Background: an optimization exercise with open tools, aiming at small area, a short achievable clock period and few clock cycles per item. Do not read the settings as production practice.
In this exercise RTL edits were held to simulation tests only and were not proved equivalent to the original.

// fp_mult_unit
module fp_mult_unit
(
    input  logic                clk,
    input  logic                rst_n,
    input  logic                clk_en,
    input  logic                start,
    input  logic [FP_WIDTH-1:0] dataa,
    input  logic [FP_WIDTH-1:0] datab,
    output logic [FP_WIDTH-1:0] result,
    output logic                done,
    output logic                busy
);
Size: about 2400 cells after synthesis, about 33 flip-flops, roughly 18000 um^2 of cells after synthesis.
export LEC_CHECK = 0
export ABC_AREA = 1
export CAP_MARGIN = 20
export CORE_MARGIN = 2
export CORE_UTILIZATION = 60
export PLACE_DENSITY = 0.7
export SETUP_SLACK_MARGIN = 3
export SLEW_MARGIN = 20
create_clock -name core_clock -period 12.0 [get_ports {clk}]
run.sh (not shown) runs the stock make flow with config.mk's settings and CLKGATE_MAP_FILE= SYNTH_SCRIPT=/design/flow/synth_recipe.tcl, a recipe that flattens the netlist after the stock synthesis.
Testbench counts at the start, summed over its fixed seeds: cycles 8,000, items 8,000.
Edit:
==> flow/flow/run.sh (new file) <==
#!/bin/bash
# Own layout flow: the standard flow, with the ports buffered by a
# stronger buffer than buffer_ports picks by default (the input ports
# drive wide fanouts straight into the multiplier tree).
set -euo pipefail
cd "$(dirname "$0")/.."
export BUFFER_PORTS_ARGS="-buffer_cell sky130_fd_sc_hd__buf_4"
bash standard.sh synth > synth.log 2>&1
bash standard.sh > layout.log 2>&1
==> flow/standard.sh (new file) <==
#!/bin/bash
# synth_recipe.tcl (not shown) runs the flow's synth.tcl, then flattens the netlist and writes it again
# the make line also repeats each setting of config.mk as NAME=value (left out here)
make -C /OpenROAD-flow-scripts/flow DESIGN_CONFIG=/design/flow/config.mk WORK_HOME=/design/flow/orfs CLKGATE_MAP_FILE= SYNTH_SCRIPT=/design/flow/synth_recipe.tcl "${@:-finish}"
SETUP_SLACK_MARGIN = 5   (was 3)
removed: flow/run.sh
The changed run passed the timing, DRC and antenna checks.
Hold slack improved by 8.0 ps.
Setup slack is better by 340 ps.
Routed wire length goes up by 12%.
Flip-flop and latch count is unchanged.
Utilization rose by 3.8 points.
Clock skew is unchanged.
Clock-buffer cell count shrinks by 1.
Design area went up by 5.4%.
Edit:
SETUP_SLACK_MARGIN = 4   (was 5)
The new run completed with no timing, DRC or antenna violations.
Critical path depth came out higher by 8.
Utilization came out higher by 0.33 points.
Worst setup slack gains 140 ps.
Routed wire length came out lower slightly.
Final area came out higher slightly.
Clock-buffer cell count does not change.
Synthesized area stays the same.
Register-to-register slack is about the same.

== P ==
Another version of the RTL of fp_mult_unit (not shown whole).
Size in the first run: ~2,100 cells after synthesis, roughly 18,000 um^2 of cells after synthesis.
==> flow/config.mk <==
export PLATFORM = sky130hd
export DESIGN_NAME = fp_mult_unit
export DESIGN_NICKNAME = fp_mult_unit
export VERILOG_FILES = /design/flow/design.v
export SDC_FILE = /design/flow/constraint.sdc
export NUM_CORES = 4
export LEC_CHECK = 0
export ABC_AREA = 1
export CAP_MARGIN = 20
export CORE_MARGIN = 2
export CORE_UTILIZATION = 60
export PLACE_DENSITY = 0.7
export SETUP_SLACK_MARGIN = 5
export SLEW_MARGIN = 20
==> flow/constraint.sdc <==
create_clock -name core_clock -period 12.0 [get_ports {clk}]
set_input_delay 2.4000 -clock core_clock [delete_from_list [all_inputs] [get_ports {clk}]]
set_output_delay 2.4000 -clock core_clock [all_outputs]
set_load 0.01 [all_outputs]
standard.sh (not shown) runs the stock make flow with config.mk's settings and CLKGATE_MAP_FILE= SYNTH_SCRIPT=/design/flow/synth_recipe.tcl, a recipe that flattens the netlist after the stock synthesis.
==> flow/flow/run.sh <==
#!/bin/bash
# Own layout flow: the standard flow, with three changes.
#  1. The ports are buffered with buf_4 instead of the buffer buffer_ports
#     picks by default (the inputs fan out straight into the multiplier).
#  2. Between synthesis and floorplan, flow/fixinv.py re-polarises the full
#     adders of the standard synthesis (a full adder is self-dual) so that
#     fewer inverters sit between them; registers and logic function are
#     unchanged.
#  3. After synthesis, the slow low-power inverters and delay buffers are kept
#     out of the resizer's choices.
set -euo pipefail
cd "$(dirname "$0")/.."
export BUFFER_PORTS_ARGS="-buffer_cell sky130_fd_sc_hd__buf_4"
R=orfs/results/sky130hd/fp_mult_unit/base
bash standard.sh synth > synth.log 2>&1
cp $R/1_2_yosys.v 1_2_yosys.standard.v
python3 flow/fixinv.py 1_2_yosys.standard.v 1_2_yosys.fixinv.v > fixinv.log 2>&1
cp 1_2_yosys.fixinv.v $R/1_2_yosys.v
rm -f $R/1_synth.odb $R/1_synth.sdc
export DONT_USE_CELLS="sky130_fd_sc_hd__clkinvlp_2 sky130_fd_sc_hd__clkinvlp_4 sky130_fd_sc_hd__clkdlybuf4s15_1 sky130_fd_sc_hd__clkdlybuf4s15_2 sky130_fd_sc_hd__clkdlybuf4s18_1 sky130_fd_sc_hd__clkdlybuf4s18_2 sky130_fd_sc_hd__clkdlybuf4s25_1 sky130_fd_sc_hd__clkdlybuf4s25_2 sky130_fd_sc_hd__clkdlybuf4s50_1 sky130_fd_sc_hd__clkdlybuf4s50_2"
bash standard.sh > layout.log 2>&1
Other scripts of this flow, unchanged in this note and not shown: flow/flow/fixinv.py
P completed; timing, DRC and antenna clean
Testbench counts of P, summed over its fixed seeds: cycles 8,000, items 8,000.
Input changes introduced in Q (baseline for comparison: P):
- SETUP_SLACK_MARGIN no longer set, was 5
--- a/flow/flow/run.sh
+++ b/flow/flow/run.sh
@@ -8,3 +8,4 @@
 #     unchanged.
-#  3. After synthesis, the slow low-power inverters and delay buffers are kept
+#  3. Timing repair aims at 5.3 ns of setup slack.
+#  4. After synthesis, the slow low-power inverters and delay buffers are kept
 #     out of the resizer's choices.
@@ -19,2 +20,3 @@
 rm -f $R/1_synth.odb $R/1_synth.sdc
+export SETUP_SLACK_MARGIN=5.3
 export DONT_USE_CELLS="sky130_fd_sc_hd__clkinvlp_2 sky130_fd_sc_hd__clkinvlp_4 sky130_fd_sc_hd__clkdlybuf4s15_1 sky130_fd_sc_hd__clkdlybuf4s15_2 sky130_fd_sc_hd__clkdlybuf4s18_1 sky130_fd_sc_hd__clkdlybuf4s18_2 sky130_fd_sc_hd__clkdlybuf4s25_1 sky130_fd_sc_hd__clkdlybuf4s25_2 sky130_fd_sc_hd__clkdlybuf4s50_1 sky130_fd_sc_hd__clkdlybuf4s50_2"
[summary]
- Q against P: met3 global-route usage lower, clock slew at the register clock pins of the worst setup and hold paths roughly the same.
- Of Q and P, the run reporting the higher design area was Q.
[inputs] R vs Q
- an added SETUP_SLACK_MARGIN of 5
--- a/flow/flow/run.sh
+++ b/flow/flow/run.sh
@@ -2,3 +2,3 @@
 # Own layout flow: the standard flow, with three changes.
-#  1. The ports are buffered with buf_4 instead of the buffer buffer_ports
+#  1. The ports are buffered with buf_2 (upsized by timing repair where needed) instead of the buffer buffer_ports
 #     picks by default (the inputs fan out straight into the multiplier).
@@ -8,4 +8,3 @@
 #     unchanged.
-#  3. Timing repair aims at 5.3 ns of setup slack.
-#  4. After synthesis, the slow low-power inverters and delay buffers are kept
+#  3. After synthesis, the slow low-power inverters and delay buffers are kept
 #     out of the resizer's choices.
@@ -13,3 +12,3 @@
 cd "$(dirname "$0")/.."
-export BUFFER_PORTS_ARGS="-buffer_cell sky130_fd_sc_hd__buf_4"
+export BUFFER_PORTS_ARGS="-buffer_cell sky130_fd_sc_hd__buf_2"
 R=orfs/results/sky130hd/fp_mult_unit/base
@@ -20,3 +19,2 @@
 rm -f $R/1_synth.odb $R/1_synth.sdc
-export SETUP_SLACK_MARGIN=5.3
 export DONT_USE_CELLS="sky130_fd_sc_hd__clkinvlp_2 sky130_fd_sc_hd__clkinvlp_4 sky130_fd_sc_hd__clkdlybuf4s15_1 sky130_fd_sc_hd__clkdlybuf4s15_2 sky130_fd_sc_hd__clkdlybuf4s18_1 sky130_fd_sc_hd__clkdlybuf4s18_2 sky130_fd_sc_hd__clkdlybuf4s25_1 sky130_fd_sc_hd__clkdlybuf4s25_2 sky130_fd_sc_hd__clkdlybuf4s50_1 sky130_fd_sc_hd__clkdlybuf4s50_2"
--- outcome ---
R | stages: all done | timing, DRC, antenna: all pass
When R is measured against Q, its detailed-route vias per instance turns out about 0.47% higher.
Changes observed in R relative to Q: number of buffers inserted by port buffering level; depth of the critical timing path with buffers and inverters included level.
The count of buffer and inverter cells on the critical path on R is in line with that on Q.
Relative to Q, the non-clock buffer count measured on R has increased by a few percent.
Detailed route wirelength on metal2 of R falls short of that of Q slightly.
Worst setup slack delta (R − Q): unfavourable

==> separate check: timing with driven ports <==
How much do the figures lean on ideal ports? The routed layouts below were timed once more, with nothing changed but the port constraints.
Step 1: set_driving_cell puts a clkbuf_16 on clk and a buf_2 on each other input, an assumption about the parent block.
Step 2 times the ports against the registers' clock, not the clock port: input delays grow and output delays shrink by t, the midpoint of the rising clock arrivals with the driver on.
Slacks: no drivers / after step 1 / after step 2; pairs: no drivers / after step 1.
| run | t, ns | setup WS [ns] | worst data-port slew with drivers (ns) |
|---|---|---|---|
| the first run of note 1 | 0.306 | 3.191 / 3.201 / 2.895 | 0.05 |
| the second run of note 1 | 0.308 | 3.535 / 3.533 / 3.224 | 0.22 |
| the third run of note 1 | 0.304 | 3.674 / 3.551 / 3.247 | 0.21 |
| P | 0.403 | 5.171 / 5.196 / 4.793 | 0.04 |
| Q | 0.400 | 5.331 / 5.356 / 4.956 | 0.04 |
| R | 0.396 | 5.072 / 5.096 / 4.700 | 0.03 |
After both steps setup and hold are still met in every run listed. The setup slack of the third run of note 1, which loses most, moves by -0.123 ns with the drivers and by -0.427 ns with both steps.
